Context: an optimization exercise on an open-source flow, tuned for small area. The choices shown serve that exercise and are no tape-out recipe. The RTL was checked by simulation tests, not by an equivalence proof against the original design.

==> inputs of v11 <==
==> flow/design.v (excerpt) <==
module fm_stereo_top (
    input  wire logic                 clock,
    input  wire logic                 i_arst_n,
    input  wire logic                 i_mpx_wr,
    input  wire fm_pkg::stereo_pair_t i_mpx,
    output logic                      o_mpx_full,
    input  wire logic                 i_volume_wr,
    input  wire fm_pkg::sample_t      i_volume,
    input  wire logic                 i_left_rd,
    output fm_pkg::sample_t           o_left_data,
    output logic                      o_left_empty,
    input  wire logic                 i_right_rd,
    output fm_pkg::sample_t           o_right_data,
    output logic                      o_right_empty
);
==> module deemphasis_iir, before the edit <==
module deemphasis_iir (
    input  wire logic             clock,
    input  wire logic             i_arst_n,
    input  wire fm_pkg::dq_pair_t i_in_pair,
    input  wire logic             i_in_wr,
    output logic                  o_in_full,
    output fm_pkg::y_pair_t       o_out_pair,
    output logic                  o_out_wr,
    input  wire logic             i_out_full
);
    function automatic fm_pkg::y_t iir_step(
        input fm_pkg::dq_t x,
        input fm_pkg::dq_t x1,
        input fm_pkg::y_t  y1
    );
        logic [32-1:0] ny;
        logic [32-1:0] prod;
        fm_pkg::dq_t              fb;
        ny       = ~{{(32 - ((32 - 10) + 2)){y1[((32 - 10) + 2)-1]}}, y1};
        prod     = (ny << 9) + (ny << 7) + (ny << 4) + (ny << 3) + (ny << 1) +
                   -(-32'sd666);
        fb       = prod[32-1:10];
        iir_step = {{2{x[(32 - 10)-1]}}, x} + {{2{x1[(32 - 10)-1]}}, x1} +
                   {{2{fb[(32 - 10)-1]}}, fb};
    endfunction
    logic            valid_q;
    logic            accept;
    logic            drain;
    fm_pkg::dq_t left_x1;
    fm_pkg::y_t  left_y1;
    fm_pkg::dq_t right_x1;
    fm_pkg::y_t  right_y1;
    fm_pkg::y_t  left_y;
    fm_pkg::y_t  right_y;
    assign drain     = valid_q && !i_out_full;
    assign o_in_full = valid_q && i_out_full;
    assign accept    = i_in_wr && !o_in_full;
    assign left_y  = iir_step(i_in_pair.first, left_x1, left_y1);
    assign right_y = iir_step(i_in_pair.second, right_x1, right_y1);
    always_ff @(posedge clock or negedge i_arst_n) begin
        if (!i_arst_n) begin
            valid_q  <= 1'b0;
            left_x1  <= '0;
            left_y1  <= '0;
            right_x1 <= '0;
            right_y1 <= '0;
        end else if (accept) begin
            valid_q  <= 1'b1;
            left_x1  <= i_in_pair.first;
            left_y1  <= left_y;
            right_x1 <= i_in_pair.second;
            right_y1 <= right_y;
        end else if (drain) begin
            valid_q <= 1'b0;
        end
    end
    assign o_out_pair.first  = left_y1;
    assign o_out_pair.second = right_y1;
    assign o_out_wr = valid_q;
endmodule
clock: 9.0 ns
lec_check: 0
cap_margin: 20
core_margin: 2
core_utilization: 40
slew_margin: 20
run.sh (not shown) runs the stock make flow with config.mk's settings and CLKGATE_MAP_FILE= SYNTH_SCRIPT=/design/flow/synth_recipe.tcl, a recipe that flattens the netlist after the stock synthesis.
==> v27 (differences from v11) <==
--- a/flow/design.v
+++ b/flow/design.v
@@ -143,2 +143,3 @@
     logic            drain;
+    logic            hist_q;
     fm_pkg::dq_t left_x1;
@@ -147,2 +148,6 @@
     fm_pkg::y_t  right_y1;
+    fm_pkg::dq_t left_x1_h;
+    fm_pkg::y_t  left_y1_h;
+    fm_pkg::dq_t right_x1_h;
+    fm_pkg::y_t  right_y1_h;
     fm_pkg::y_t  left_y;
@@ -152,13 +157,21 @@
     assign accept    = i_in_wr && !o_in_full;
-    assign left_y  = iir_step(i_in_pair.first, left_x1, left_y1);
-    assign right_y = iir_step(i_in_pair.second, right_x1, right_y1);
+    assign left_x1_h  = left_x1 & {(32 - 10){hist_q}};
+    assign left_y1_h  = left_y1 & {((32 - 10) + 2){hist_q}};
+    assign right_x1_h = right_x1 & {(32 - 10){hist_q}};
+    assign right_y1_h = right_y1 & {((32 - 10) + 2){hist_q}};
+    assign left_y  = iir_step(i_in_pair.first, left_x1_h, left_y1_h);
+    assign right_y = iir_step(i_in_pair.second, right_x1_h, right_y1_h);
     always_ff @(posedge clock or negedge i_arst_n) begin
         if (!i_arst_n) begin
-            valid_q  <= 1'b0;
-            left_x1  <= '0;
-            left_y1  <= '0;
-            right_x1 <= '0;
-            right_y1 <= '0;
+            valid_q <= 1'b0;
+            hist_q  <= 1'b0;
         end else if (accept) begin
-            valid_q  <= 1'b1;
+            valid_q <= 1'b1;
+            hist_q  <= 1'b1;
+        end else if (drain) begin
+            valid_q <= 1'b0;
+        end
+    end
+    always_ff @(posedge clock) begin
+        if (accept) begin
             left_x1  <= i_in_pair.first;
@@ -167,4 +180,2 @@
             right_y1 <= right_y;
-        end else if (drain) begin
-            valid_q <= 1'b0;
         end
- CORE_UTILIZATION: 40 -> 50
- CTS_CLUSTER_DIAMETER: unset -> 100
- CTS_CLUSTER_SIZE: unset -> 22
==> v17 (differences from v11) <==
--- a/flow/design.v
+++ b/flow/design.v
@@ -143,2 +143,3 @@
     logic            drain;
+    logic            hist_q;
     fm_pkg::dq_t left_x1;
@@ -147,2 +148,6 @@
     fm_pkg::y_t  right_y1;
+    fm_pkg::dq_t left_x1_h;
+    fm_pkg::y_t  left_y1_h;
+    fm_pkg::dq_t right_x1_h;
+    fm_pkg::y_t  right_y1_h;
     fm_pkg::y_t  left_y;
@@ -152,13 +157,21 @@
     assign accept    = i_in_wr && !o_in_full;
-    assign left_y  = iir_step(i_in_pair.first, left_x1, left_y1);
-    assign right_y = iir_step(i_in_pair.second, right_x1, right_y1);
+    assign left_x1_h  = left_x1 & {(32 - 10){hist_q}};
+    assign left_y1_h  = left_y1 & {((32 - 10) + 2){hist_q}};
+    assign right_x1_h = right_x1 & {(32 - 10){hist_q}};
+    assign right_y1_h = right_y1 & {((32 - 10) + 2){hist_q}};
+    assign left_y  = iir_step(i_in_pair.first, left_x1_h, left_y1_h);
+    assign right_y = iir_step(i_in_pair.second, right_x1_h, right_y1_h);
     always_ff @(posedge clock or negedge i_arst_n) begin
         if (!i_arst_n) begin
-            valid_q  <= 1'b0;
-            left_x1  <= '0;
-            left_y1  <= '0;
-            right_x1 <= '0;
-            right_y1 <= '0;
+            valid_q <= 1'b0;
+            hist_q  <= 1'b0;
         end else if (accept) begin
-            valid_q  <= 1'b1;
+            valid_q <= 1'b1;
+            hist_q  <= 1'b1;
+        end else if (drain) begin
+            valid_q <= 1'b0;
+        end
+    end
+    always_ff @(posedge clock) begin
+        if (accept) begin
             left_x1  <= i_in_pair.first;
@@ -167,4 +180,2 @@
             right_y1 <= right_y;
-        end else if (drain) begin
-            valid_q <= 1'b0;
         end
- CTS_CLUSTER_DIAMETER: unset -> 100
- CTS_CLUSTER_SIZE: unset -> 22
==> comparison table <==
| item | v11 | v27 | v17 |
|---|---|---|---|
| Mean cell area of the mapped netlist | 12.1 µm² | 12.2 µm² | 12.2 µm² |
| Number of levels in the clock H-tree | 4 | 3 | 3 |
| Outcome | finished clean | finished clean | finished clean |
| First-pass DRT Iterations | 20 | 14 | 17 |
| Layout overhead on the synthesized area | 12.1% | 8.01% | 9.19% |
| Share of cell area taken by flip-flops and latches | 0.442 | 0.465 | 0.460 |
| Compound-cell area share of the yosys netlist | 0.154 | 0.139 | 0.139 |
| Multi-input logic portion of the cell area | 0.410 | 0.419 | 0.415 |
| Taps Inserted | 3220 | 2624 | 3202 |
| Final cell area excluding filler cells | 111000 µm² | 106000 µm² | 107000 µm² |
| Initial Utilization | 0.402 | 0.503 | 0.403 |
| Detailed-route wire length per cell | 24.8 µm | 25.7 µm | 24.8 µm |
| Hold path start | u_stereo_matrix.o_out_pair[27] | u_stereo_matrix.o_out_pair[22] | u_stereo_matrix.o_out_pair[40] |
| Die outline area | 250000 µm² | 200000 µm² | 250000 µm² |
| Invs w/o clock | 737 | 721 | 721 |
| Post-synthesis share of cell area spent on xor and xnor gates | 0.0617 | 0.0625 | 0.0625 |
| Global routing met1 resource utilization | 0.304 | 0.384 | 0.299 |
| Antenna diodes | 5 | 4 | 5 |
| Critical path endpoint | u_volume_gain.o_right[21] | u_volume_gain.o_left[21] | u_volume_gain.o_right[21] |
| Final critical-path share of the clock period | 0.951 | 0.944 | 0.948 |
| Largest net degree at the start of global routing | 67 | 91 | 68 |

-- afterwards: timing with drivers on the ports --
Ports are ideal in the flow. The routed layouts listed here were re-timed in OpenROAD.
Step 1 sets driving cells, clkbuf_16 on the clock port and buf_2 on the other inputs (assumed; they add their load-dependent delay and slew).
Step 2 adds t to the input delays and takes it off the output delays; t is the mean of the earliest and latest rising clock arrival at the registers after step 1. Input paths then give back, and output paths get back, about the clock's delay inside the block.
Slacks: ideal / step 1 / step 2; pairs: ideal / step 1.
run	t, ns	slack for setup (ns)	pins driven straight from the clock port
v11	0.933	0.443 / 0.443 / -0.223	1
v27	0.830	0.506 / 0.506 / -0.089	1
v17	0.836	0.466 / 0.466 / -0.111	1
Met with ideal ports but missed after step 2: setup timing in every run listed. For v11, which loses most, drivers alone change the setup slack by 0.000 ns; drivers and shift together by -0.666 ns.
